What follows belongs to an exercise in optimizing a design on an open flow for small area; a production flow would make more cautious choices.
Only simulation tests tie the RTL to the original design; equivalence was not proved.
Power is estimated from default activity; no workload was simulated.

==> flow/design.v <==
package mem_loader_ram_pkg;
   localparam int MEM_ADDR_W = 8;
   localparam int MEM_DATA_W = 8;
   typedef enum logic [1:0] {
      LD_IDLE = 2'd0,
      LD_LEN  = 2'd1,
      LD_DATA = 2'd2,
      LD_DONE = 2'd3
   } ld_state_t;
endpackage
module ram_1rw #(
   parameter int ADDR_W = 8,
   parameter int DATA_W = 8
) (
   input  logic              clk,
   input  logic              reset,
   input  logic              we,
   input  logic [ADDR_W-1:0] waddr,
   input  logic [DATA_W-1:0] wdata,
   input  logic [ADDR_W-1:0] raddr,
   output logic [DATA_W-1:0] rdata
);
   logic [DATA_W-1:0] mem [2**ADDR_W];
   always_ff @(posedge clk) begin
      if (we) begin
         mem[waddr] <= wdata;
      end
   end
   always_ff @(posedge clk) begin
      if (reset) begin
         rdata <= '0;
      end else begin
         rdata <= mem[raddr];
      end
   end
endmodule
module mem_loader_ram #(
   parameter int ADDR_W = mem_loader_ram_pkg::MEM_ADDR_W,
   parameter int DATA_W = mem_loader_ram_pkg::MEM_DATA_W
) (
   input  logic              clk_qzt,
   input  logic              reset,
   input  logic [ADDR_W-1:0] cpu_addr,
   input  logic [DATA_W-1:0] cpu_wdata,
   input  logic              cpu_we,
   output logic [DATA_W-1:0] cpu_rdata,
   input  logic              ld_valid,
   input  logic [DATA_W-1:0] ld_data,
   output logic              ld_ready,
   input  logic              run_req,
   output logic              cpu_hold,
   output logic              cpu_reset,
   output logic [ADDR_W-1:0] cpu_res_addr,
   output logic [1:0]        ld_state
);
   localparam int CNT_W = ADDR_W + 1;
   mem_loader_ram_pkg::ld_state_t         state, state_n;
   logic [ADDR_W-1:0] ptr, ptr_n;
   logic [ADDR_W-1:0] base, base_n;
   logic [ADDR_W-1:0] res_addr_n;
   logic [CNT_W-1:0]  cnt, cnt_n;
   logic              hold_n;
   logic              creset_n;
   logic              xfer;
   logic              ld_we;
   logic              ram_we;
   logic [ADDR_W-1:0] ram_waddr;
   logic [DATA_W-1:0] ram_wdata;
   assign ld_ready = (state != mem_loader_ram_pkg::LD_DONE);
   assign xfer     = ld_valid & ld_ready;
   assign ld_state = state;
   always_ff @(posedge clk_qzt) begin
      if (reset) begin
         state        <= mem_loader_ram_pkg::LD_IDLE;
         ptr          <= '0;
         base         <= '0;
         cnt          <= '0;
         cpu_hold     <= 1'b0;
         cpu_reset    <= 1'b0;
         cpu_res_addr <= '0;
      end else begin
         state        <= state_n;
         ptr          <= ptr_n;
         base         <= base_n;
         cnt          <= cnt_n;
         cpu_hold     <= hold_n;
         cpu_reset    <= creset_n;
         cpu_res_addr <= res_addr_n;
      end
   end
   always_comb begin
      state_n    = state;
      ptr_n      = ptr;
      base_n     = base;
      cnt_n      = cnt;
      hold_n     = cpu_hold;
      creset_n   = cpu_reset;
      res_addr_n = cpu_res_addr;
      ld_we      = 1'b0;
      case (state)
         mem_loader_ram_pkg::LD_IDLE: begin
            if (xfer) begin
               ptr_n    = ADDR_W'(ld_data);
               base_n   = ADDR_W'(ld_data);
               hold_n   = 1'b1;
               creset_n = 1'b1;
               state_n  = mem_loader_ram_pkg::LD_LEN;
            end
         end
         mem_loader_ram_pkg::LD_LEN: begin
            if (xfer) begin
               if (ld_data == '0) begin
                  cnt_n = {1'b1, {ADDR_W{1'b0}}};
               end else begin
                  cnt_n = CNT_W'(ld_data);
               end
               state_n = mem_loader_ram_pkg::LD_DATA;
            end
         end
         mem_loader_ram_pkg::LD_DATA: begin
            if (xfer) begin
               ld_we = 1'b1;
               ptr_n = ptr + ADDR_W'(1);
               cnt_n = cnt - CNT_W'(1);
               if (cnt == CNT_W'(1)) begin
                  res_addr_n = base - ADDR_W'(1);
                  state_n    = mem_loader_ram_pkg::LD_DONE;
               end
            end
         end
         mem_loader_ram_pkg::LD_DONE: begin
            if (run_req) begin
               creset_n = 1'b0;
               hold_n   = 1'b0;
               state_n  = mem_loader_ram_pkg::LD_IDLE;
            end
         end
         default: begin
            state_n = mem_loader_ram_pkg::LD_IDLE;
         end
      endcase
   end
   assign ram_we    = !reset && (cpu_hold ? ld_we : cpu_we);
   assign ram_waddr = cpu_hold ? ptr : cpu_addr;
   assign ram_wdata = cpu_hold ? ld_data : cpu_wdata;
   ram_1rw #(
      .ADDR_W (ADDR_W),
      .DATA_W (DATA_W)
   ) u_ram (
      .clk   (clk_qzt),
      .reset (reset),
      .we    (ram_we),
      .waddr (ram_waddr),
      .wdata (ram_wdata),
      .raddr (cpu_addr),
      .rdata (cpu_rdata)
   );
endmodule
==> flow/run.sh <==
#!/bin/bash
# synth_recipe.tcl (not shown) runs the flow's synth.tcl, then flattens the netlist and writes it again
# the make line also repeats each setting of config.mk as NAME=value (left out here)
make -C /OpenROAD-flow-scripts/flow DESIGN_CONFIG=/design/flow/config.mk WORK_HOME=/design/flow/orfs CLKGATE_MAP_FILE= SYNTH_SCRIPT=/design/flow/synth_recipe.tcl finish
==> flow/config.mk <==
export PLATFORM = sky130hd
export DESIGN_NAME = mem_loader_ram
export DESIGN_NICKNAME = mem_loader_ram
export VERILOG_FILES = /design/flow/design.v
export SDC_FILE = /design/flow/constraint.sdc
export NUM_CORES = 4
export LEC_CHECK = 0
export CAP_MARGIN = 20
export CORE_MARGIN = 2
export CORE_UTILIZATION = 40
export SLEW_MARGIN = 20
==> flow/constraint.sdc <==
create_clock -name core_clock -period 7.0 [get_ports {clk_qzt}]
set_input_delay 1.4000 -clock core_clock [delete_from_list [all_inputs] [get_ports {clk_qzt}]]
set_output_delay 1.4000 -clock core_clock [all_outputs]
set_load 0.01 [all_outputs]
==> impl_metrics.csv <==
group,metric,value,unit
finish,drive_gt1_share,19.4,%
drt,vias,41700,
timing,report.final.slew_viol_count,0,
yosys,netlist-cell-type-count,75,
setup_path,critPathBufInv,2,
timing,setup_viol,0,
clocking,clock_sinks,2092,
setup_path,slowest_stage,"nor2_1",
setup_path,max_stage_delay,1.03,ns
timing,worstMarginPinSlew,1.19,ns
drt,drtAntennaViolNets,0,
pwr,vdd_drop_max,0.000277,V
global_route,grt_max_degree,197,
clocking,numCtsBuffers,208,
yosys,synthAdderAreaFrac,0.152,%
clocking,clk_pin_slew,0.06,ns
die,dieHeight,458,um
global_route,grt_pass1_wl,310000,um
yosys,yosys_warnings,2,
setup_path,crit_fanout,16,
placed_design,port_buffers,49,
timing,setup_tns,0,ns
yosys,synthesis.nets,4161,
drt,drt-total-wl,216000,um
run_status,status,"timing/DRC/antenna clean",
pwr,clock_power_share,37.9,%
yosys,yosys.area.top_type_share,74.6,%
clocking,cts_setup_buffers,0,
setup_path,arrival,5.20,ns
pwr,pwr-share-seq,51.7,%
timing,rsz0062_at_grt,"false",
drt,route.detailed.drc,0,
setup_path,crit_chain,"clkdlybuf4s50_1 > inv_1 > o32ai_1 > nand2_1 > nor2_1",
timing,fmax,211,MHz
clocking,ctsHtreeMaxLevel,4,
clocking,insertion_delay,0.86,ns
yosys,syn_inst,4122,
finish,area_growth,12.2,%
worst_hold_path,hold_class,"reg2reg",
timing,finalCritPeriodShare,67.7,%
yosys,synth_compound_area_share,3.97,%
pwr,cellInternalPower,21.8,mW
clocking,cts_buffer_depth,3,
clocking,cts_hold_buf,0,
timing,finalCriticalPeriod,4.74,ns
die,io_pins,50,
die,floorplan.initialDensity,40.2,%
drt,wl_per_cell,30.5,um
yosys,syn-cell-area,82400,sq um
yosys,synthSimpleGateAreaFrac,3.09,%
yosys,synth-xor-area-share,0.0531,%
timing,hold_violations,0,
pwr,power.leakage,28.6,nW
yosys,ys_seq_area_share,75.7,%
die,rows,166,
yosys,avgSynthCellArea,20.0,sq um
clocking,cts_tree,"done",
global_route,overflow,0,
die,design.core.area,205000,sq um
yosys,synth_ff_type,"edfxtp_1",
drt,drt_iter0_drc,5020,
flow_run,cap_violations,0,
setup_path,crit_required,7.46,ns
pwr,p_sw,7.10,mW
setup_path,end_kind,"flop",
placed_design,gp_congestion,0.824,
pwr,comb_power_share,10.4,%
global_route,grt_usage,20.4,%
pwr,swShare,24.6,%
setup_path,start_kind,"input pin",
yosys,async_flop_share,0,%
clocking,cts_resized,0,
yosys,synth_top_cell_by_area,"edfxtp_1",
placed_design,dp_hpwl,133000,um
timing,slew_headroom,19.3,%
global_route,grt_pass1_vias,41500,
setup_path,critical_path_class,"in2reg",
setup_path,critical-path-top-delay-family,"simple AND/OR/NAND/NOR gates",
die,fp.dieW,458,um
yosys,synthMuxAreaShare,14.9,%
finish,final_nets,4267,
drt,viasPerCell,5.88,
global_route,antenna_found_initial,10,
drt,first_pass_iters,5,
die,dieArea,210000,sq um
clocking,root_buffer,"clkbuf_16",
yosys,synth_edf_count,2048,
yosys,synth_seq_cells,2092,
timing,hold_slack,0.470,ns
pwr,power-per-cell-area,312,nW/um^2
timing,fin_skew,0.0465,ns
yosys,netlist_top_cells_area,"edfxtp_1 75%, mux4_2 11%, mux2i_1 3.0%",
yosys,synth_top_family_by_area,"multiplexers",
-- placed cells by master (no fill, tap or decap), types with 62 or more instances in the layout --
cell,synthesis,layout
edfxtp_1,2048,2048
mux4_2,411,411
nor2_1,321,320
mux2i_1,251,251
clkbuf_16,0,213
o221ai_1,98,98
o21ai_0,93,92
buf_4,17,86
nand2_1,80,79
nand3_1,65,65
o22ai_1,62,62
-- power groups by stage --
stage	Clock, mW	Sequential, mW	Combinational (mW)
final	11.0	14.9	3.00
after global placement	0	15.2	2.93
after global routing	11.6	14.9	3.20
after CTS	11.1	14.9	3.01
after detailed placement	0	15.2	3.01
after floorplan	0	15.2	1.67
-- worst register-to-register path, delay by kind of cell, from the launching register on --
family	cells	cell delay [ns]
compound gates	1	0.61
simple gates	3	2.14
flops	1	0.74
-- path summary, 6_finish.rpt --
kind	start	to	slack, ns	cells after the start
worst max register to register	cpu_reset	u_ram.mem[125][2]	3.12	4
worst min register to register	cnt[1]	cnt[1]	0.47	2
worst min-delay path	cnt[1]	cnt[1]	0.47	2
worst max-delay path	cpu_addr[6]	u_ram.mem[125][2]	2.26	5
-- cells in the mapped netlist, types with 46 or more instances --
master / count
nand3_1: 65
buf_6: 46
o22ai_1: 62
a21oi_1: 61
nor2_1: 321
nand2_1: 80
edfxtp_1: 2048
o221ai_1: 98
mux2i_1: 251
buf_2: 59
mux4_2: 411
clkbuf_1: 102
a22oi_1: 52
o21ai_0: 93
-- sequential cells by signal (all words and copies together) (netlist names) --
register and flops:
base 8, cnt 9, cpu_res_addr 8, cpu_reset 1
ptr 8, state 2, u_ram.mem 2048, u_ram.rdata 8
-- logic make-up after synthesis --
logic type	count (synthesis)
AOI/OAI and AO/OA	468
muxes	694
xor gates and xnor gates	5
adders and majority gates	10
buffers and inverters	277
and+or+nand+nor	576
DFF	2092
-- final cells by class --
class,count,area (sq um)
repair buffers,151,1480
inverters,22,85.1
clock inverters,119,1130
diodes,1,2.50
fillers,17200,112000
clock buffers,266,5540
well taps,2688,3360
flip-flops and latches,2092,62400
multi-input cells,1753,18500
-- stage by stage --
stage	utilization, %	std cells	setup WS, ns	cell area, sq um	power, mW
after floorplan	-	4122	3.12	82400	16.9
after global placement	41.9	6703	0.641	85700	18.1
after detailed placement	41.9	6705	1.24	85800	18.2
after CTS	45.1	7090	2.13	92400	29.0
after global routing	45.2	7092	2.18	92500	29.7
final	45.2	7092	2.26	92500	28.9
-- layer usage --
layer	vias up	share of wire, %	GRT usage, %	wire (um)
met4	12	3.1	6.32	6640
met1	22200	41	28.5	89100
li1	17300	-	-	-
met3	356	7.5	3.72	16100
met2	1797	48	32.7	104000
met5	-	0.034	0	73

==> static timing again, ports no longer ideal <==
No port has a modelled driver above. Below, the same layout with a new extraction and two added sets of constraints. Step 1, drivers: a clkbuf_16 drives clk_qzt and a buf_2 each remaining input, both assumed. Step 2 times the ports against the registers' clock, not the clock port: input delays grow and output delays shrink by t, the midpoint of the rising clock arrivals with the driver on. Slacks: no drivers / after step 1 / after step 2; pairs: no drivers / after step 1.
t (ns): 0.913
slack for setup (ns): 2.260 / 2.316 / 1.403
worst setup path at the end: input to register
clock arrival spread, ns: 0.049 / 0.050
After both steps this run still meets setup and hold. The setup slack of this run moves by +0.056 ns with the drivers and by -0.857 ns with both steps.
